Context: an optimization exercise on an open-source flow, tuned for small area, a short achievable clock period and few clock cycles per item. The choices shown serve that exercise and are no tape-out recipe. RTL that was checked went through simulation tests only; none was proved equivalent to the original. Only the layout flow was run in run 3; the RTL was not checked for function there. No activity file was given, so power comes from the tool's default toggle rates.

File: design.v
package fbrc_pkg;
   localparam int ENTRIES = 16;
   localparam int COUNT_W = 16;
   localparam int FD_W    = 16;
   localparam int BN_W    = 31;
   localparam int KEY_W   = FD_W + BN_W;
   localparam int SLOT_W  = 4;
   localparam int CFG_W   = 5;
   localparam logic [CFG_W-1:0] NEW_SECTION_RESET = 5'd4;
   localparam logic [CFG_W-1:0] OLD_SECTION_RESET = 5'd8;
endpackage
module frequency_based_cache_replacement_core (
   input  logic        clock,
   input  logic        reset,
   input  logic        req_tvalid,
   output logic        req_tready,
   input  logic [47:0] req_tdata,
   output logic        rsp_tvalid,
   input  logic        rsp_tready,
   output logic [55:0] rsp_tdata,
   output logic [1:0]  rsp_tuser,
   input  logic        csr_valid,
   output logic        csr_ready,
   input  logic [0:0]  csr_index,
   input  logic [4:0]  csr_data
);
   localparam int N  = fbrc_pkg::ENTRIES;
   localparam int KW = fbrc_pkg::KEY_W;
   localparam int CW = fbrc_pkg::COUNT_W;
   localparam int SW = fbrc_pkg::SLOT_W;
   localparam int RW = 2 + SW + KW;    
   logic [N-1:0] newm, inwin;
   logic [N-1:0] newm_w, inwin_w;
   assign csr_ready = 1'b1;
   always_comb begin
      for (int i = 0; i < N; i++) begin
         newm_w[i]  = ({1'b0, csr_data} > 6'(i));
         inwin_w[i] = (csr_data == 5'd0) ? (i == N - 1) : ({1'b0, csr_data} >= 6'(N - i));
      end
   end
   always_ff @(posedge clock) begin
      if (reset) begin
         newm  <= N'(16'h000f);    
         inwin <= N'(16'hff00);    
      end else if (csr_valid) begin
         if (csr_index[0]) inwin <= inwin_w;
         else              newm  <= newm_w;
      end
   end
   logic [KW-1:0] key  [N];
   logic [CW-1:0] cnt  [N];
   logic [SW-1:0] slot [N];
   logic [N-1:0]  v;                 
   logic [SW-1:0] occ;               
   logic [N-1:0]  lt [N];            
   logic          a_v, b_v;          
   logic [KW-1:0] a_key, b_key;
   logic [N-1:0]  a_m;               
   logic [N-1:0]  b_m;               
   logic          b_hit;             
   logic          b_innew;           
   logic [CW-1:0] b_c;               
   logic [SW-1:0] b_s;               
   logic          h_v, s_v;
   logic [RW-1:0] h_d, s_d;
   logic          rdy;
   logic          go, deq, adv;
   logic          a_v_n, b_v_n, h_v_n, s_v_n;
   assign go  = b_v & ~(h_v & s_v);
   assign adv = a_v & (~b_v | go);
   assign deq = h_v & rsp_tready;
   assign a_v_n = (a_v & ~adv) | (req_tvalid & rdy);
   assign b_v_n = (b_v & ~go) | adv;
   always_comb begin
      h_v_n = h_v;
      s_v_n = s_v;
      if (go) begin
         if (h_v & ~deq) s_v_n = 1'b1;
         h_v_n = 1'b1;
      end else if (deq) begin
         h_v_n = s_v;
         s_v_n = 1'b0;
      end
   end
   always_ff @(posedge clock) begin
      if (reset) begin
         a_v <= 1'b0;
         b_v <= 1'b0;
         h_v <= 1'b0;
         s_v <= 1'b0;
         rdy <= 1'b1;
      end else begin
         a_v <= a_v_n;
         b_v <= b_v_n;
         h_v <= h_v_n;
         s_v <= s_v_n;
         rdy <= ~(a_v_n & b_v_n & h_v_n & s_v_n);
      end
   end
   always_ff @(posedge clock) begin
      if (rdy) a_key <= req_tdata[KW-1:0];
   end
   assign req_tready = rdy;
   logic [N-1:0]  m_in, m0;
   logic [CW-1:0] c0;
   logic [SW-1:0] s0;
   logic          same;              
   logic          same_in;           
   always_comb begin
      for (int i = 0; i < N; i++) m_in[i] = v[i] && (key[i] == req_tdata[KW-1:0]);
   end
   assign same_in = (req_tdata[KW-1:0] == b_key);
   assign m0      = a_m;
   always_comb begin
      c0 = '0;
      s0 = '0;
      for (int i = 0; i < N; i++) begin
         c0 = c0 | ({CW{m0[i]}} & cnt[i]);
         s0 = s0 | ({SW{m0[i]}} & slot[i]);
      end
   end
   assign same = (a_key == b_key);
   logic [N-1:0]  vict, sh, hth, vth;
   logic          hit, full, ev, in_new, inc;
   logic [CW-1:0] cnew, cp1;
   logic [SW-1:0] sv, snew;
   logic [KW-1:0] evk;
   logic [N-1:0]  lt_q, lt_e, lt_o, lt_c, lt_n;
   assign full = v[N-1];
   function automatic logic less(input logic [CW-1:0] a, input logic [CW-1:0] b);
      less = 1'b0;
      for (int i = 0; i < CW; i++) less = (~a[i] & b[i]) | (~(a[i] ^ b[i]) & less);
   endfunction
   always_comb begin
      for (int i = 0; i < N; i++) begin
         vict[i] = inwin[i];
         for (int j = 0; j < N; j++) begin
            if (j > i) vict[i] = vict[i] & lt[i][j];
            if (j < i) vict[i] = vict[i] & ~(inwin[j] & lt[j][i]);
         end
      end
   end
   assign hit = b_hit;
   assign ev  = ~hit & full;
   assign in_new = b_innew;
   always_comb begin
      sv  = '0;
      evk = '0;
      for (int i = 0; i < N; i++) begin
         sv  = sv  | ({SW{vict[i]}} & slot[i]);
         evk = evk | ({KW{vict[i]}} & key[i]);
      end
   end
   assign inc  = ~in_new & ~(&b_c);
   assign cp1  = b_c + CW'(1);
   assign cnew = hit ? (inc ? cp1 : b_c) : CW'(1);
   assign snew = hit ? b_s : full ? sv : occ;
   always_comb begin
      logic hm, vm;
      hm = 1'b0;
      vm = 1'b0;
      for (int i = N - 1; i >= 0; i--) begin
         hm = hm | b_m[i];
         vm = vm | vict[i];
         hth[i] = hm;
         vth[i] = vm;
      end
      sh[0] = 1'b1;
      for (int i = 1; i < N; i++) begin
         sh[i] = hit ? hth[i] : full ? vth[i] : v[i-1];
      end
   end
   logic [CW-1:0] incm;
   assign incm = b_c ^ cp1;
   always_comb begin
      for (int k = 0; k < N; k++) begin
         lt_q[k] = less(b_c, cnt[k]);
         lt_e[k] = ((cnt[k] ^ b_c) == incm);
         lt_o[k] = |cnt[k][CW-1:1];
         lt_c[k] = hit ? (lt_q[k] & ~(inc & lt_e[k])) : lt_o[k];
      end
      lt_n = '0;
      for (int j = 1; j < N; j++) lt_n[j] = sh[j] ? lt_c[j-1] : lt_c[j];
   end
   always_ff @(posedge clock) begin
      if (go) begin
         key[0]  <= b_key;
         cnt[0]  <= cnew;
         slot[0] <= snew;
         lt[0]   <= lt_n;
         for (int i = 1; i < N; i++) begin
            if (sh[i]) begin
               key[i]  <= key[i-1];
               cnt[i]  <= cnt[i-1];
               slot[i] <= slot[i-1];
            end
         end
         for (int a = 1; a < N; a++) begin
            for (int b = a + 1; b < N; b++) begin
               if (sh[b])      lt[a][b] <= lt[a-1][b-1];
               else if (sh[a]) lt[a][b] <= lt[a-1][b];
            end
         end
      end
   end
   always_ff @(posedge clock) begin
      if (reset) begin
         v   <= '0;
         occ <= '0;
      end else if (go & ~hit & ~full) begin
         v   <= {v[N-2:0], 1'b1};
         occ <= occ + SW'(1);
      end
   end
   always_ff @(posedge clock) begin
      if (rdy) begin
         if (go) begin
            a_m[0] <= same_in;
            for (int i = 1; i < N; i++) a_m[i] <= sh[i] ? m_in[i-1] : m_in[i];
         end else begin
            a_m <= m_in;
         end
      end
   end
   logic [N-1:0] m0x;
   logic         innew0x;
   always_comb begin
      m0x = m0 & ~({N{ev}} & vict);
      innew0x = 1'b0;
      for (int r = 0; r < N; r++) begin
         if (r < N - 1) innew0x = innew0x | (m0x[r] & (sh[r+1] ? newm[r+1] : newm[r]));
         else           innew0x = innew0x | (m0x[r] & newm[r]);
      end
   end
   always_ff @(posedge clock) begin
      if (adv) begin
         b_key <= a_key;
         if (go) begin
            b_m[0] <= same;
            for (int i = 1; i < N; i++) b_m[i] <= sh[i] ? m0[i-1] : m0[i];
            b_c     <= same ? cnew : c0;
            b_s     <= same ? snew : s0;
            b_hit   <= same | (|m0x);
            b_innew <= same ? newm[0] : innew0x;
         end else begin
            b_m     <= m0;
            b_c     <= c0;
            b_s     <= s0;
            b_hit   <= |m0;
            b_innew <= |(m0 & newm);
         end
      end
   end
   logic [RW-1:0] res;
   assign res = {ev, hit, snew, ev ? evk : KW'(0)};
   always_ff @(posedge clock) begin
      if (go) begin
         if (~h_v | deq) h_d <= res;
         if (h_v)        s_d <= res;
      end else if (deq) begin
         h_d <= s_d;
      end
   end
   assign rsp_tvalid = h_v;
   assign rsp_tuser  = h_d[RW-1:RW-2];
   assign rsp_tdata  = {5'b0, h_d[KW-1:0], h_d[KW+SW-1:KW]};
endmodule
File: flow/run.sh
#!/bin/bash
set -euo pipefail
MARGIN=$(cat flow/margin.txt)
EXTRA=""
while IFS= read -r line; do
  [[ -z "$line" ]] && continue
  EXTRA="$EXTRA '$line'"
done < flow/make_args.txt
sed -e "s/SETUP_SLACK_MARGIN=5/SETUP_SLACK_MARGIN=${MARGIN}/" \
    -e "s|\"\${@:-finish}\"|${EXTRA} \"\${@:-finish}\"|" \
    standard.sh > standard_tuned.sh
grep -q "SETUP_SLACK_MARGIN=${MARGIN}" standard_tuned.sh
bash standard_tuned.sh > make.log 2>&1
File: flow/make_args.txt
CTS_ARGS=-sink_clustering_enable -repair_clock_nets -dont_use_dummy_load
BUFFER_PORTS_ARGS=-buffer_cell sky130_fd_sc_hd__buf_4
File: flow/margin.txt
6.3
File: standard.sh
#!/bin/bash
# synth_recipe.tcl (not shown) runs the flow's synth.tcl, then flattens the netlist and writes it again
# the make line also repeats each setting of config.mk as NAME=value (left out here)
make -C /OpenROAD-flow-scripts/flow DESIGN_CONFIG=/design/flow/config.mk WORK_HOME=/design/flow/orfs CLKGATE_MAP_FILE= SYNTH_SCRIPT=/design/flow/synth_recipe.tcl "${@:-finish}"
File: config.mk
export PLATFORM = sky130hd
export DESIGN_NAME = frequency_based_cache_replacement_core
export DESIGN_NICKNAME = frequency_based_cache_replacement_core
export VERILOG_FILES = /design/flow/design.v
export SDC_FILE = /design/flow/constraint.sdc
export NUM_CORES = 4
export LEC_CHECK = 0
export CAP_MARGIN = 20
export CORE_MARGIN = 2
export CORE_UTILIZATION = 45
export SETUP_SLACK_MARGIN = 5
export SLEW_MARGIN = 20
export TNS_END_PERCENT = 30
File: constraint.sdc
create_clock -name core_clock -period 10.0 [get_ports {clock}]
set_input_delay 2.0000 -clock core_clock [delete_from_list [all_inputs] [get_ports {clock}]]
set_output_delay 2.0000 -clock core_clock [all_outputs]
set_load 0.01 [all_outputs]
==> summary.md, run 1 <==
| Metric | Value |
|---|---|
| Status | `finished clean` |
| Worst R2R End | `s_d[2]$_DFFE_PP_` |
| Finished Layout Cells | `8269` |
| Via/cell ratio | `7.282` |
| Synth Register Bits | `around 1500` |
| Psw | `3.441 mW` |
| Count leader, synth | `edfxtp_1` |
| Longest Clk Path Bufs | `3` |
| PortBufs | `around 110` |
| Most area-consuming cells after synthesis | `edfxtp_1, xnor2_1, ha_1` |
| Worst skew pair latency | `840 ps` |
| Tightest Pin Transition | `1293 ps` |
| CTS buffer count | `between 150 and 200` |
| VDD IR-drop max | `194.8 µV` |
| Die area | `171700 µm²` |
| CP endpoint kind | `flip-flop` |
| Clock transition at path regs | `60 ps` |
| CP Class | `reg2reg` |
| Grt ovf | `0` |
| Post-route ant nets | `0` |
| Sequential group share of total power | `52.0%` |
| Syn-to-layout area delta | `14.25%` |
| Area leader, netlist | `edfxtp_1` |
| EDFF count, synth | `1445` |
| Fin crit share | `39.58%` |
| I/O pin total | `120` |
| Lkg Pwr | `approximately 29 nW` |
| Initial Utilization | `45.31%` |
| Post-synth top cells | `edfxtp_1, xnor2_1, nand2_1` |
| Combinational fraction of design power | `8.4%` |
| DRC violations left | `0` |
| CP Max Fanout | `36` |
| R2r startpoint | `lt[2][11]$_DFFE_PP_` |
| CTS tree | `built` |
| Fin. Hold Viols | `0` |
| Vias in the first global route | `56120` |
| First-pass GRT wire length | `just over 500000 µm` |
| Syn_area_per_cell | `12.90 µm²` |
| Worst Min Path Start | `a_key[5]$_DFFE_PP_` |
| Synthesis Warnings | `5` |
| DR vias | `60218` |
| Hold WC Path Type | `reg2reg` |
| Layout cells sized above 1 | `14.47%` |
| Synth cell types | `82` |
| Clk sinks | `1502` |
| Routability cong. | `1.159` |
| RSZ-0062 raised after global routing | `yes` |
| Multi-input logic area | `30760 µm²` |
| Synth Flop Type | `edfxtp_1` |
| Flop-to-flop setup slack | `between 6000 and 7000 ps` |
| Core Region | `around 170000 µm²` |
| H-tree depth | `4` |
| Post-route clock skew | `89.32 ps` |
| Largest net degree at the start of global routing | `78` |
| Dpl cells | `7965` |
| Detailed Route Iter0 Violations | `10713` |
| Nets | `6364` |
| Crit start category | `flip-flop` |
| Worst EP required | `10460 ps` |
| Fillers | `about 14000` |
| Post-synth top area share | `a little under three fifths` |
| Endpoints failing setup | `0` |
| Ys async rst share | `0%` |
| Min Tclk post-route | `3958 ps` |
| Internal power | `10.28 mW` |
| Die Span X | `414.4 µm` |
| Clock power frac | `39.5%` |
| Hold path cells | `0` |
| Worst Hold End | `b_key[5]$_DFFE_PP_` |
| Final Max Tran Viols | `0` |
| Setup Total Neg Slack | `0 ps` |
| Sequential share of the synthesized area | `58.77%` |
| Max Cap Viol | `0` |
| CTS Root Cell | `clkbuf_16` |
| Detailed Route WL | `just under 400000 µm` |
| Mapped Cells | `5872` |
| Die Ht | `approximately 410 µm` |
| WL/cell | `47.58 µm` |
| Slew headroom | `12.97%` |
| Syn Std Cell Area | `between 70000 and 80000 µm²` |
| Total track usage | `44.72%` |
| Initial DRT Pass Iterations | `8` |
| CP arrival | `between 4000 and 5000 ps` |
| Row count | `150` |
| F_max | `252.6 MHz` |
| Switching part of the total | `between 20% and 30%` |
| Power Dens Cells | `158.5 nW/µm²` |
| Reg2reg path depth | `8` |
| Storage cell area | `44550 µm²` |
| Initial antenna violation count | `26` |
| DP HPWL | `about 270000 µm` |
| Final instance area | `86580 µm²` |
| Placed Area | `79220 µm²` |
-- worst max-delay path by stage --
stage	to	slack, ps	cells after the start	from
after floorplan	h_d[0]$_DFFE_PP_	5830	2	rsp_tready
after global placement	key[2][0]$_DFFE_PP_	3710	12	inwin[1]$_SDFFE_PP0P_
after detailed placement	key[2][29]$_DFFE_PP_	3700	12	inwin[1]$_SDFFE_PP0P_
after CTS	a_m[6]$_DFFE_PP_	5910	7	req_tdata[11]
after global routing	cnt[7][8]$_DFFE_PP_	6130	9	b_hit$_DFFE_PP_
final	s_d[2]$_DFFE_PP_	6040	8	lt[2][11]$_DFFE_PP_
-- layout by cell type, fill, tap and decap left out, types with 17 or more instances in the layout --
master	count
a221oi_1	197
clkbuf_16	171
buf_12	28
clkinvlp_4	17
a21oi_1	123
edfxtp_1	1445
buf_6	27
diode_2	20
a211oi_1	30
nand2_1	401
a31oi_1	59
nor4_4	18
mux2_2	122
nand3_1	83
nand4_1	231
nor3_1	65
a21o_1	48
o21ai_0	82
o22ai_1	40
o21a_1	26
ha_1	257
xnor2_1	637
xnor2_2	36
nor4_1	154
a22oi_1	257
a41oi_1	20
and3_1	55
inv_1	88
a22o_1	191
mux2i_1	36
nor4_2	28
a31oi_2	19
nor2_1	123
xor2_1	283
dfxtp_1	51
buf_4	272
-- registers in the layout, indices dropped and copies added, names as in the netlist, 47 cells and up --
signal  count
a_key      47
h_d        53
slot       64
s_d        53
b_key      47
cnt       256
lt        120
key       752
-- what timing repair did --
item	in CTS	in global routing
hold buffers	0	0
buffers inserted	36	60
pin swaps	10	20
hold endpoints to repair	0	0
resized for setup	184	183
setup endpoints to repair	1291	480
gates cloned	16	3
-- worst max-delay path, stage by stage, from the launching register on --
cell      delay (ps)
edfxtp_1         480
a22o_1           270
a211o_1          260
nor3_4           240
buf_6            330
buf_6            620
a22o_1           250
a221oi_1          50
a31oi_1          940
-- through the flow --
stage	hold WS, ps	setup WS, ps	utilization [%]	total power [mW]
after CTS	438.1	5910	50.73	13.62
final	453.7	6042	51.77	13.73
after global routing	476.4	6129	51.74	13.95
after floorplan	415.0	5835	-	7.759
after global placement	450.5	3709	47.37	8.277
after detailed placement	455.6	3702	47.37	8.283
-- power by group through the flow --
stage / sequential [mW] / clock [mW] / combinational (mW)
2_1_floorplan: 7.19 / 0 / 0.569
3_3_place_gp: 7.26 / 0 / 1.02
3_5_place_dp: 7.26 / 0 / 1.02
4_1_cts: 7.13 / 5.42 / 1.06
5_1_grt: 7.14 / 5.65 / 1.16
6_report: 7.14 / 5.42 / 1.16
-- kinds of logic (layout without fill, tap and decap cells) --
kind of cell             Yosys count  count (layout)  share of synthesized area (%)
AO/OA/AOI/OAI                   1244            1244                          12.34
AND/OR/NAND/NOR                 1259            1260                          8.598
flip-flops                      1502            1502                          58.77
adder cells (fa/ha/maj)          259             259                          4.273
XOR/XNOR                         967             967                          11.18
other                              2              26                       0.009911
buffers and inverters            477             645                          2.490
multiplexers                     162             162                          2.346
-- metal layers --
| metal | wire length, µm | up-vias | track usage (%) |
|---|---|---|---|
| met2 | 166600 | 5510 | 66.07 |
| met5 | 138 | - | 0.4724 |
| met4 | 40980 | 12 | 35.08 |
| met3 | 50560 | 1359 | 13.74 |
| met1 | 135100 | 30120 | 54.45 |
| li1 | - | 23217 | - |
-- cell type report --
type	count	area share (%)
Tap cell	2204	3.185
Multi-Input combinational cell	3898	35.53
Clock buffer	169	4.885
Inverter	117	0.8454
Timing Repair inverter	11	0.1041
Timing Repair Buffer	348	3.944
Antenna cell	20	0.05781
Sequential cell	1502	51.45
Testbench counts, summed over its fixed seeds: cycles 4,024, items 4,000.
==> run 2: changes to the inputs <==
==> flow/margin.txt (replaced) <==
6.5
--- a/config.mk
+++ b/config.mk
@@ -10,4 +10,4 @@
 export CORE_UTILIZATION = 45
 export SETUP_SLACK_MARGIN = 5
 export SLEW_MARGIN = 20
-export TNS_END_PERCENT = 30
+export TNS_END_PERCENT = 20
==> summary.md, run 2 <==
| Metric | Value |
|---|---|
| Die Ht | `414.4 µm` |
| Syn_area_per_cell | `12.90 µm²` |
| Syn-to-layout area delta | `16.93%` |
| H-tree depth | `4` |
| CP Max Fanout | `11` |
| CP endpoint kind | `flip-flop` |
| I/O pin total | `120` |
| Core Region | `between 150000 and 200000 µm²` |
| EDFF count, synth | `approximately 1400` |
| Reg2reg path depth | `9` |
| Longest Clk Path Bufs | `3` |
| Detailed Route Iter0 Violations | `11803` |
| CTS Root Cell | `clkbuf_16` |
| Status | `finished clean` |
| Die area | `171700 µm²` |
| Area leader, netlist | `edfxtp_1` |
| Lkg Pwr | `29.86 nW` |
| Synth Flop Type | `edfxtp_1` |
| Hold path cells | `0` |
| Syn Std Cell Area | `approximately 76000 µm²` |
| Flop-to-flop setup slack | `6090 ps` |
| Detailed Route WL | `between 300000 and 400000 µm` |
| Grt ovf | `0` |
| Hold WS | `around 440 ps` |
| Max reg flops | `~750` |
| DR vias | `around 63000` |
| Critical path's slowest cell | `a31oi_1` |
| Hold WC Path Type | `reg2reg` |
| Worst R2R End | `s_d[16]$_DFFE_PP_` |
| Crit-path cells | `a222oi_1 > nand3_1 > nor4_4 > buf_12 > buf_4 > a22o_1 > a221oi_1 > and3_1 > a31oi_1` |
| Via/cell ratio | `between 7 and 8` |
| F_max | `approximately 260 MHz` |
| Setup Total Neg Slack | `0 ps` |
| Clock transition at path regs | `around 60 ps` |
| Row count | `150` |
| Max Cap Viol | `0` |
| Mapped Cells | `5872` |
| Biggest register | `key` |
| Worst EP required | `10470 ps` |
| Worst Hold End | `b_key[34]$_DFFE_PP_` |
| Sequential group share of total power | `between 50% and 60%` |
| Tightest Pin Transition | `1173 ps` |
| Largest regs | `key (752), cnt (256), lt (120)` |
| VDD IR-drop max | `205.9 µV` |
| Vias in the first global route | `56455` |
| Sequential share of the synthesized area | `58.77%` |
| Final Max Tran Viols | `0` |
| Initial DRT Pass Iterations | `10` |
| R2r startpoint | `lt[1][9]$_DFFE_PP_` |
| WL/cell | `47.24 µm` |
| Nets | `6483` |
| Post-route clock skew | `61.46 ps` |
| Combinational fraction of design power | `9.0%` |
| Endpoints failing setup | `0` |
| Worst skew pair latency | `870 ps` |
| CP arrival | `between 4000 and 5000 ps` |
| Routability cong. | `1.149` |
| Post-route ant nets | `0` |
| Crit start category | `flip-flop` |
| Util after Layout | `52.99%` |
| Clk sinks | `1502` |
| Largest net degree at the start of global routing | `60` |
| Die Span X | `414.4 µm` |
| PortBufs | `approximately 110` |
| Internal power | `10.27 mW` |
| Fin. Hold Viols | `0` |
| # hold bufs at CTS | `0` |
| Ys async rst share | `0%` |
| Most area-consuming cells after synthesis | `edfxtp_1, xnor2_1, ha_1` |
| Post-synth top cells | `edfxtp_1, xnor2_1, nand2_1` |
| Min Tclk post-route | `3908 ps` |
| First-pass GRT wire length | `slightly above 500000 µm` |
| Power Dens Cells | `~160 nW/µm²` |
| Initial antenna violation count | `32` |
| Slew headroom | `21.47%` |
| DRC violations left | `0` |
| Worst Min Path Start | `a_key[34]$_DFFE_PP_` |
| Commonest non-fill, non-tap cell in the layout | `edfxtp_1` |
| Count leader, synth | `edfxtp_1` |
| Psw | `roughly 3.5 mW` |
| RSZ-0062 raised after global routing | `yes` |
| Synth Register Bits | `1502` |
| CP Class | `reg2reg` |
| Most frequent cells in the layout | `edfxtp_1, xnor2_1, nand2_1` |
| Clock power frac | `39.1%` |
| Fin crit share | `39.08%` |
| Initial Utilization | `45.31%` |
| Total track usage | `43.89%` |
| Switching part of the total | `25.32%` |
| CTS tree | `built` |
| Post-synth top area share | `57.26%` |
| CP max stage delay | `820 ps` |
| Synthesis Warnings | `5` |
| DP HPWL | `between 200000 and 300000 µm` |
| CTS buffer count | `166` |
| Layout cells sized above 1 | `16.86%` |
| Synth cell types | `82` |
[run 2: cell counts after synthesis]
Identical to the previous run, type by type.
[run 2: how the worst max path moves through the flow]
stage	from	to	slack [ps]
after floorplan	lt[1][9]$_DFFE_PP_	cnt[3][0]$_DFFE_PP_	5810
after global placement	inwin[0]$_SDFFE_PP0P_	key[6][44]$_DFFE_PP_	4040
after detailed placement	inwin[0]$_SDFFE_PP0P_	cnt[6][5]$_DFFE_PP_	3950
after CTS	b_c[2]$_DFFE_PP_	lt[0][11]$_DFFE_PP_	6230
after global routing	lt[0][4]$_DFFE_PP_	h_d[49]$_DFFE_PP_	6260
final	lt[1][9]$_DFFE_PP_	s_d[16]$_DFFE_PP_	6090
[run 2: critical path: cells and delay by family (launching register included)]
family          cells  cell delay, ps
buf+inv             2             580
compound gates      4            1600
simple gates        3             840
flops               1             450
[run 2: layer usage]
| layer | wire length [µm] | vias to the layer above | global-route usage [%] |
|---|---|---|---|
| met2 | 159300 | 6343 | 61.86 |
| met3 | 64080 | 1810 | 19.02 |
| li1 | - | 23479 | - |
| met5 | 123 | - | 0.5835 |
| met4 | 42320 | 14 | 34.48 |
| met1 | 130700 | 30923 | 52.34 |
[run 2: cells by family after synthesis]
| logic type | share of synthesized area [%] |
|---|---|
| AO/OA/AOI/OAI | 12.34 |
| other | 0.009911 |
| AND/OR/NAND/NOR | 8.598 |
| multiplexers | 2.346 |
| adder cells (fa/ha/maj) | 4.273 |
| flip-flops | 58.77 |
| XOR/XNOR | 11.18 |
| buffers and inverters | 2.490 |
[run 2: through the flow]
stage	worst slack (ps)	std cells	cell area, µm²	total power, mW
finish	6092	8393	88610	13.75
floorplan	5813	5876	75920	7.763
global placement	4037	7959	79160	8.256
CTS	6228	8196	85440	13.54
global route	6259	8371	88550	13.94
detailed placement	3948	7960	79170	8.264
[run 2: power groups by stage]
| stage | Sequential [mW] | Combinational (mW) | Clock [mW] |
|---|---|---|---|
| 6_report | 7.14 | 1.23 | 5.38 |
| 5_1_grt | 7.14 | 1.23 | 5.58 |
| 4_1_cts | 7.13 | 1.07 | 5.34 |
| 3_5_place_dp | 7.26 | 1.00 | 0 |
| 3_3_place_gp | 7.26 | 0.998 | 0 |
| 2_1_floorplan | 7.19 | 0.573 | 0 |
[run 2: final cells by class]
class                   count  area (µm²)
fillers                 14025       78620
flip-flops and latches   1502       44560
multi-input cells        3898       31300
repair buffers            461        4870
clock buffers             166        4154
well taps                2204        2758
inverters                 117       739.5
repair inverters           20       170.2
diodes                     25       62.56
[run 2: timing repair]
item,CTS,global route
pin swaps,20,75
gates resized for setup,279,284
setup buffers,41,153
endpoints found under the setup margin,1359,812
gates cloned,29,18
==> run 3: changes to the inputs <==
--- a/design.v
+++ b/design.v
@@ -29,6 +29,7 @@
    localparam int CW = fbrc_pkg::COUNT_W;
    localparam int SW = fbrc_pkg::SLOT_W;
    localparam int RW = 2 + SW + KW;    
+   localparam int LW = 16;             
    logic [N-1:0] newm, inwin;
    logic [N-1:0] newm_w, inwin_w;
    assign csr_ready = 1'b1;
@@ -107,10 +108,12 @@
    logic          same;              
    logic          same_in;           
    always_comb begin
-      for (int i = 0; i < N; i++) m_in[i] = v[i] && (key[i] == req_tdata[KW-1:0]);
-   end
-   assign same_in = (req_tdata[KW-1:0] == b_key);
-   assign m0      = a_m;
+      for (int i = 0; i < N; i++) m_in[i] = v[i] && (key[i][LW-1:0] == req_tdata[LW-1:0]);
+   end
+   assign same_in = (req_tdata[LW-1:0] == b_key[LW-1:0]);
+   always_comb begin
+      for (int i = 0; i < N; i++) m0[i] = a_m[i] && (key[i][KW-1:LW] == a_key[KW-1:LW]);
+   end
    always_comb begin
       c0 = '0;
       s0 = '0;
@@ -147,8 +150,8 @@
       sv  = '0;
       evk = '0;
       for (int i = 0; i < N; i++) begin
-         sv  = sv  | ({SW{vict[i]}} & slot[i]);
-         evk = evk | ({KW{vict[i]}} & key[i]);
+         sv  = sv  | ({SW{vict[i] & ev}} & slot[i]);
+         evk = evk | ({KW{vict[i] & ev}} & key[i]);
       end
    end
    assign inc  = ~in_new & ~(&b_c);
@@ -252,7 +255,7 @@
       end
    end
    logic [RW-1:0] res;
-   assign res = {ev, hit, snew, ev ? evk : KW'(0)};
+   assign res = {ev, hit, snew, evk};
    always_ff @(posedge clock) begin
       if (go) begin
          if (~h_v | deq) h_d <= res;
==> summary.md, run 3 <==
| Metric | Value |
|---|---|
| Status | `finished clean` |
| Largest net degree at the start of global routing | `78` |
| First-pass GRT wire length | `443900 µm` |
| PortBufs | `112` |
| Most frequent cells in the layout | `edfxtp_1, xor2_1, xnor2_1` |
| Max Cap Viol | `0` |
| Hold WS | `~460 ps` |
| Longest Clk Path Bufs | `3` |
| Pre-CTS WS | `~4600 ps` |
| Endpoints failing setup | `0` |
| Clock transition at path regs | `60 ps` |
| Ys async rst share | `0%` |
| Die Ht | `412.9 µm` |
| I/O pin total | `120` |
| CP Class | `reg2reg` |
| Slew headroom | `between 10% and 20%` |
| Sequential group share of total power | `~53%` |
| Combinational fraction of design power | `8.1%` |
| CP endpoint kind | `flip-flop` |
| Synth Flop Type | `edfxtp_1` |
| Min Tclk post-route | `between 3000 and 4000 ps` |
| Fin. Hold Viols | `0` |
| DRC violations left | `0` |
| Hold WC Path Type | `reg2reg` |
| Routability cong. | `around 1.1` |
| Fin crit share | `a little under two fifths` |
| DP HPWL | `215700 µm` |
| Total track usage | `37.72%` |
| Sequential share of the synthesized area | `59.20%` |
| Detailed Route Iter0 Violations | `10611` |
| CP arrival | `4490 ps` |
| Crit-path cells | `buf_4 > xor2_1 > nor4_2 > nand4_1 > nor4_2 > clkbuf_8 > o21ai_0 > a21oi_1 > a2111oi_2 > nand4_1 > o21a_1` |
| DR vias | `57713` |
| Die area | `170500 µm²` |
| Initial DRT Pass Iterations | `10` |
| Psw | `3.338 mW` |
| Largest regs | `key (752), cnt (256), lt (120)` |
| Via/cell ratio | `7.031` |
| Initial Utilization | `between 40% and 50%` |
| CP Max Fanout | `25` |
| Syn_area_per_cell | `13.09 µm²` |
| CP max stage delay | `440 ps` |
| Mapped Cells | `between 5000 and 6000` |
| VDD IR-drop max | `about 200 µV` |
| Synth Register Bits | `1502` |
| WL/cell | `40.23 µm` |
| Post-route clock skew | `93.10 ps` |
| Syn-to-layout area delta | `15.35%` |
| Max reg flops | `roughly 750` |
| Layout cells sized above 1 | `15.75%` |
| Synth cell types | `88` |
| Lkg Pwr | `29.52 nW` |
| Core Region | `166700 µm²` |
| # hold bufs at CTS | `0` |
| Syn Std Cell Area | `75230 µm²` |
| Setup Total Neg Slack | `0 ps` |
| Switching part of the total | `approximately 24%` |
| Nets | `6314` |
| Vias in the first global route | `53596` |
| Area leader, netlist | `edfxtp_1` |
| Tightest Pin Transition | `1219 ps` |
| H-tree depth | `4` |
| Most area-consuming cells after synthesis | `edfxtp_1, xor2_1, xnor2_1` |
| Post-synth top cells | `edfxtp_1, xor2_1, xnor2_1` |
| Row count | `150` |
| Die Span X | `slightly above 400 µm` |
| Util after Layout | `52.07%` |
| Clk sinks | `1502` |
| RSZ-0062 raised after global routing | `yes` |
| Crit start category | `flip-flop` |
| CTS buffer count | `about 170` |
| Commonest non-fill, non-tap cell in the layout | `edfxtp_1` |
| Grt ovf | `0` |
| EDFF count, synth | `1445` |
| CTS Root Cell | `clkbuf_16` |
| Worst skew pair latency | `860 ps` |
| Power Dens Cells | `157.4 nW/µm²` |
| Detailed Route WL | `330200 µm` |
| Clock power frac | `approximately 40%` |
| Initial antenna violation count | `16` |
| Post-route ant nets | `0` |
| Critical path's slowest cell | `nor4_2` |
| Internal power | `10.32 mW` |
| Final instance area | `~87000 µm²` |
| F_max | `between 200 and 300 MHz` |
| CTS tree | `built` |
| Count leader, synth | `edfxtp_1` |
| Post-synth top area share | `just under 60%` |
| Synthesis Warnings | `5` |
| Setup ws final | `between 6000 and 7000 ps` |
| Worst EP required | `10700 ps` |
| Final Max Tran Viols | `0` |
| Biggest register | `key` |
| Placed Area | `78800 µm²` |
==> run 3: per-stage QoR <==
stage               instances  total power, mW
global route             8200            13.92
global placement         7862            8.261
CTS                      8148            13.58
floorplan                5750            7.813
finish                   8208            13.66
detailed placement       7862            8.262
==> run 3: timing repair <==
| item | 4_1_cts | 5_1_grt |
|---|---|---|
| endpoints found under the hold margin | 0 | 0 |
| endpoints found under the setup margin | 1297 | 581 |
| setup buffers | 100 | 43 |
| cloned | 18 | 8 |
| pin swaps | 15 | 39 |
| gates resized for setup | 253 | 160 |
==> run 3: worst max-delay path, delay by kind of cell (launching register included) <==
family / cells / cell delay, ps
buf+inv: 2 / 790
xor+xnor: 1 / 270
flops: 1 / 360
simple gates: 4 / 1320
compound gates: 4 / 800
==> run 3: layout make-up <==
class                   count  area [µm²]
inverters                  55       489.2
repair buffers            406        4299
multi-input cells        3858       30410
well taps                2204        2758
fillers                 14089       79880
diodes                      9       22.52
flip-flops and latches   1502       44550
repair inverters            6       52.55
clock buffers             168        4204
==> run 3: path summary, 6_finish.rpt <==
kind	depth (start not counted)	from	slack, ps	end
setup / recovery	11	a_key[17]$_DFFE_PP_	6210	b_innew$_DFFE_PP_
hold / removal	0	b_key[25]$_DFFE_PP_	460	key[0][25]$_DFFE_PP_
setup reg to reg	11	a_key[17]$_DFFE_PP_	6210	b_innew$_DFFE_PP_
hold reg to reg	0	b_key[25]$_DFFE_PP_	460	key[0][25]$_DFFE_PP_
==> run 3: power groups by stage <==
stage	Sequential, mW	Clock (mW)	Combinational (mW)
CTS	7.18	5.36	1.03
global route	7.20	5.59	1.13
floorplan	7.24	0	0.577
global placement	7.33	0	0.933
finish	7.19	5.36	1.10
detailed placement	7.33	0	0.932
==> run 3: metal layers <==
metal  share of wire, %  vias up  track usage (%)  wire (µm)
met5              0.070        -           0.1413        232
li1                   -    22779                -          -
met3                 15     1118            13.22      49610
met2                 41     5184            52.89     135800
met4                6.7       16            19.96      22050
met1                 37    28616            51.15     122500
==> run 3: logic make-up after synthesis <==
| logic type | share of synthesized area [%] |
|---|---|
| AO/OA/AOI/OAI | 11.02 |
| XOR/XNOR | 12.14 |
| adder cells (fa/ha/maj) | 4.291 |
| buffers and inverters | 2.194 |
| flip-flops | 59.20 |
| multiplexers | 2.289 |
| other | 0.009983 |
| AND/OR/NAND/NOR | 8.853 |
==> run 4: changes to the inputs <==
--- a/design.v
+++ b/design.v
@@ -29,7 +29,7 @@
    localparam int CW = fbrc_pkg::COUNT_W;
    localparam int SW = fbrc_pkg::SLOT_W;
    localparam int RW = 2 + SW + KW;    
-   localparam int LW = 16;             
+   localparam int LW = 24;             
    logic [N-1:0] newm, inwin;
    logic [N-1:0] newm_w, inwin_w;
    assign csr_ready = 1'b1;
==> summary.md, run 4 <==
| Metric | Value |
|---|---|
| Setup Total Neg Slack | `0 ps` |
| Via/cell ratio | `~7.0` |
| Clock transition at path regs | `around 60 ps` |
| Detailed Route Iter0 Violations | `approximately 11000` |
| CP arrival | `4320 ps` |
| Syn_area_per_cell | `approximately 13 µm²` |
| Core Region | `166800 µm²` |
| Commonest non-fill, non-tap cell in the layout | `edfxtp_1` |
| Pwr Total | `13.46 mW` |
| Synth Flop Type | `edfxtp_1` |
| CP Max Fanout | `18` |
| Die area | `171000 µm²` |
| Most frequent cells in the layout | `edfxtp_1, xor2_1, xnor2_1` |
| Worst EP required | `roughly 11000 ps` |
| Syn Std Cell Area | `75470 µm²` |
| PortBufs | `112` |
| Die Ht | `413.5 µm` |
| Initial antenna violation count | `12` |
| Grt ovf | `0` |
| Min Tclk post-route | `about 3700 ps` |
| Largest regs | `key (752), cnt (256), lt (120)` |
| Sequential group share of total power | `roughly 53%` |
| Final Max Tran Viols | `0` |
| Mapped Cells | `5761` |
| Count leader, synth | `edfxtp_1` |
| Multi-input logic area | `30630 µm²` |
| Finished Layout Cells | `8230` |
| Clk sinks | `1502` |
| Hold WC Path Type | `reg2reg` |
| Switching part of the total | `24.21%` |
| Sequential share of the synthesized area | `between 50 and 60%` |
| Combinational fraction of design power | `7.7%` |
| Vias in the first global route | `53704` |
| Largest net degree at the start of global routing | `62` |
| Ys async rst share | `0%` |
| Initial DRT Pass Iterations | `6` |
| Fin crit share | `37.41%` |
| Max Cap Viol | `0` |
| Synthesis Warnings | `5` |
| Psw | `3.260 mW` |
| CP Class | `in2reg` |
| Post-synth top area share | `57.49%` |
| DP HPWL | `between 200000 and 250000 µm` |
| Synth cell types | `73` |
| Power Dens Cells | `154.6 nW/µm²` |
| DR vias | `57756` |
| Initial Utilization | `45.23%` |
| Area leader, netlist | `edfxtp_1` |
| Worst skew pair latency | `840 ps` |
| Final instance area | `87070 µm²` |
| Most area-consuming cells after synthesis | `edfxtp_1, xor2_1, xnor2_1` |
| Clock power frac | `39.2%` |
| Row count | `150` |
| Internal power | `10.20 mW` |
| # hold bufs at CTS | `0` |
| Dpl cells | `slightly below 8000` |
| Slew headroom | `15.17%` |
| Util after Layout | `52.18%` |
| Synth Register Bits | `1502` |
| Total track usage | `37.94%` |
| CTS buffer count | `164` |
| EDFF count, synth | `approximately 1400` |
| CP endpoint kind | `flip-flop` |
| Biggest register | `key` |
| I/O pin total | `120` |
| Fillers | `between 10000 and 15000` |
| WL/cell | `40.80 µm` |
| Crit start category | `input port` |
| Lkg Pwr | `slightly below 30 nW` |
| Post-synth top cells | `edfxtp_1, xor2_1, xnor2_1` |
| CTS tree | `built` |
| RSZ-0062 raised after global routing | `yes` |
| Endpoints failing setup | `0` |
| DRC violations left | `0` |
| Post-route ant nets | `0` |
| F_max | `about 270 MHz` |
| Longest Clk Path Bufs | `3` |
| Tightest Pin Transition | `between 1000 and 1500 ps` |
| Nets | `between 6000 and 7000` |
| First-pass GRT wire length | `446600 µm` |
| Hold WS | `between 400 and 500 ps` |
| Syn-to-layout area delta | `15.36%` |
| Status | `finished clean` |
| CTS Root Cell | `clkbuf_16` |
| Storage cell area | `between 40000 and 50000 µm²` |
| Max reg flops | `752` |
| Layout cells sized above 1 | `roughly 16%` |
| Post-route clock skew | `around 95 ps` |
| Routability cong. | `roughly 1` |
| VDD IR-drop max | `~190 µV` |
| Fin. Hold Viols | `0` |
| Detailed Route WL | `335800 µm` |
| Die Span X | `~410 µm` |
| Placed Area | `79050 µm²` |
| Setup ws final | `6259 ps` |
| H-tree depth | `4` |
| Pre-CTS WS | `4075 ps` |
-- run 4: cell types whose count changed after synthesis, moves of 15 or more --
cell,change
a222oi_1,-15
and3_1,+17
buf_2,-24
clkbuf_1,+23
mux2i_1,+24
nand2_1,-126
nand2b_1,+28
nand3_1,+33
nand4_1,-49
nor2_1,+18
nor3_1,+70
o31ai_1,+15
xnor2_1,-93
xor2_1,+107
-- run 4: metal layers --
layer | track usage (%) | vias up | share of wire, %
met2 | 53.67 | 5029 | 41
met1 | 51.43 | 28745 | 37
met3 | 12.06 | 1138 | 14
li1 | - | 22834 | -
met5 | 0 | - | 0.029
met4 | 21.08 | 10 | 7.0
-- run 4: cell type report --
class | count | share of cell area, %
antenna | 13 | 0.03736
clock buffer | 164 | 4.714
inverter | 60 | 0.5892
multi-input combinational | 3869 | 35.18
sequential | 1502 | 51.19
tap | 2204 | 3.167
timing repair buffer | 410 | 5.041
timing repair inverter | 8 | 0.08048
-- run 4: power groups by stage --
stage	logic (mW)	clock network, mW	registers (mW)
floorplan	0.544	0	7.20
global placement	0.877	0	7.28
detailed placement	0.878	0	7.29
CTS	0.967	5.28	7.14
global route	1.07	5.50	7.15
finish	1.04	5.28	7.15
-- run 4: cell families after synthesis --
kind of cell	synth area share (%)
AO/OA/AOI/OAI	10.87
adder cells (fa/ha/maj)	4.290
multiplexers	2.633
XOR/XNOR	12.27
buffers and inverters	2.127
other	0.009951
AND/OR/NAND/NOR	8.798
flip-flops	59.01
-- run 4: worst paths after layout --
kind	depth (start not counted)	slack (ps)	from	to
max	7	6260	req_tdata[23]	a_m[2]$_DFFE_PP_
min	1	440	inwin[15]$_SDFFE_PP1P_	inwin[15]$_SDFFE_PP1P_
max reg2reg	9	6360	a_key[32]$_DFFE_PP_	b_c[7]$_DFFE_PP_
min reg2reg	1	440	inwin[15]$_SDFFE_PP1P_	inwin[15]$_SDFFE_PP1P_
-- run 4: worst max-delay path: stages --
cell	delay, ps
buf_4	360
xor2_1	210
nor4_4	410
nand3_1	320
nor3_1	240
nand4_1	360
mux2i_2	400
-- run 4: what timing repair did --
item	in CTS	in global routing
endpoints found under the setup margin	1338	609
endpoints found under the hold margin	0	0
pin swaps	22	37
gates resized for setup	236	194
gates cloned	19	13
setup buffers	91	57
Testbench counts of run 4, summed over its fixed seeds: cycles 4,024, items 4,000.

[separate check: timing with driven ports]
The results above use ideal ports. As a check the final layouts listed here were re-extracted and re-timed, cells and wires unchanged. Step 1 (the two cells are an assumption about what drives the block):
set clk [get_ports {clock}]
set_driving_cell -lib_cell sky130_fd_sc_hd__clkbuf_16 $clk
set_driving_cell -lib_cell sky130_fd_sc_hd__buf_2 [delete_from_list [all_inputs] $clk]
Step 2 also shifts input and output timing later by t, the mid clock arrival at the registers, as if the neighbouring blocks saw the same clock. a / b / c = ideal ports / drivers / drivers and shift; a / b = the first two.
| run | t, ns | setup slack, ns | worst data-port slew with drivers (ns) | pins driven straight from the clock port |
|---|---|---|---|---|
| run 1 | 0.889 | 6.042 / 6.042 / 5.258 | 0.06 | 1 |
| run 2 | 0.932 | 6.092 / 6.092 / 5.226 | 0.28 | 1 |
| run 3 | 0.910 | 6.211 / 6.211 / 5.569 | 0.09 | 1 |
| run 4 | 0.867 | 6.259 / 6.256 / 5.390 | 0.23 | 1 |
After both steps setup and hold are still met in every run listed. For run 4, which loses most, drivers alone change the setup slack by -0.003 ns; drivers and shift together by -0.869 ns.
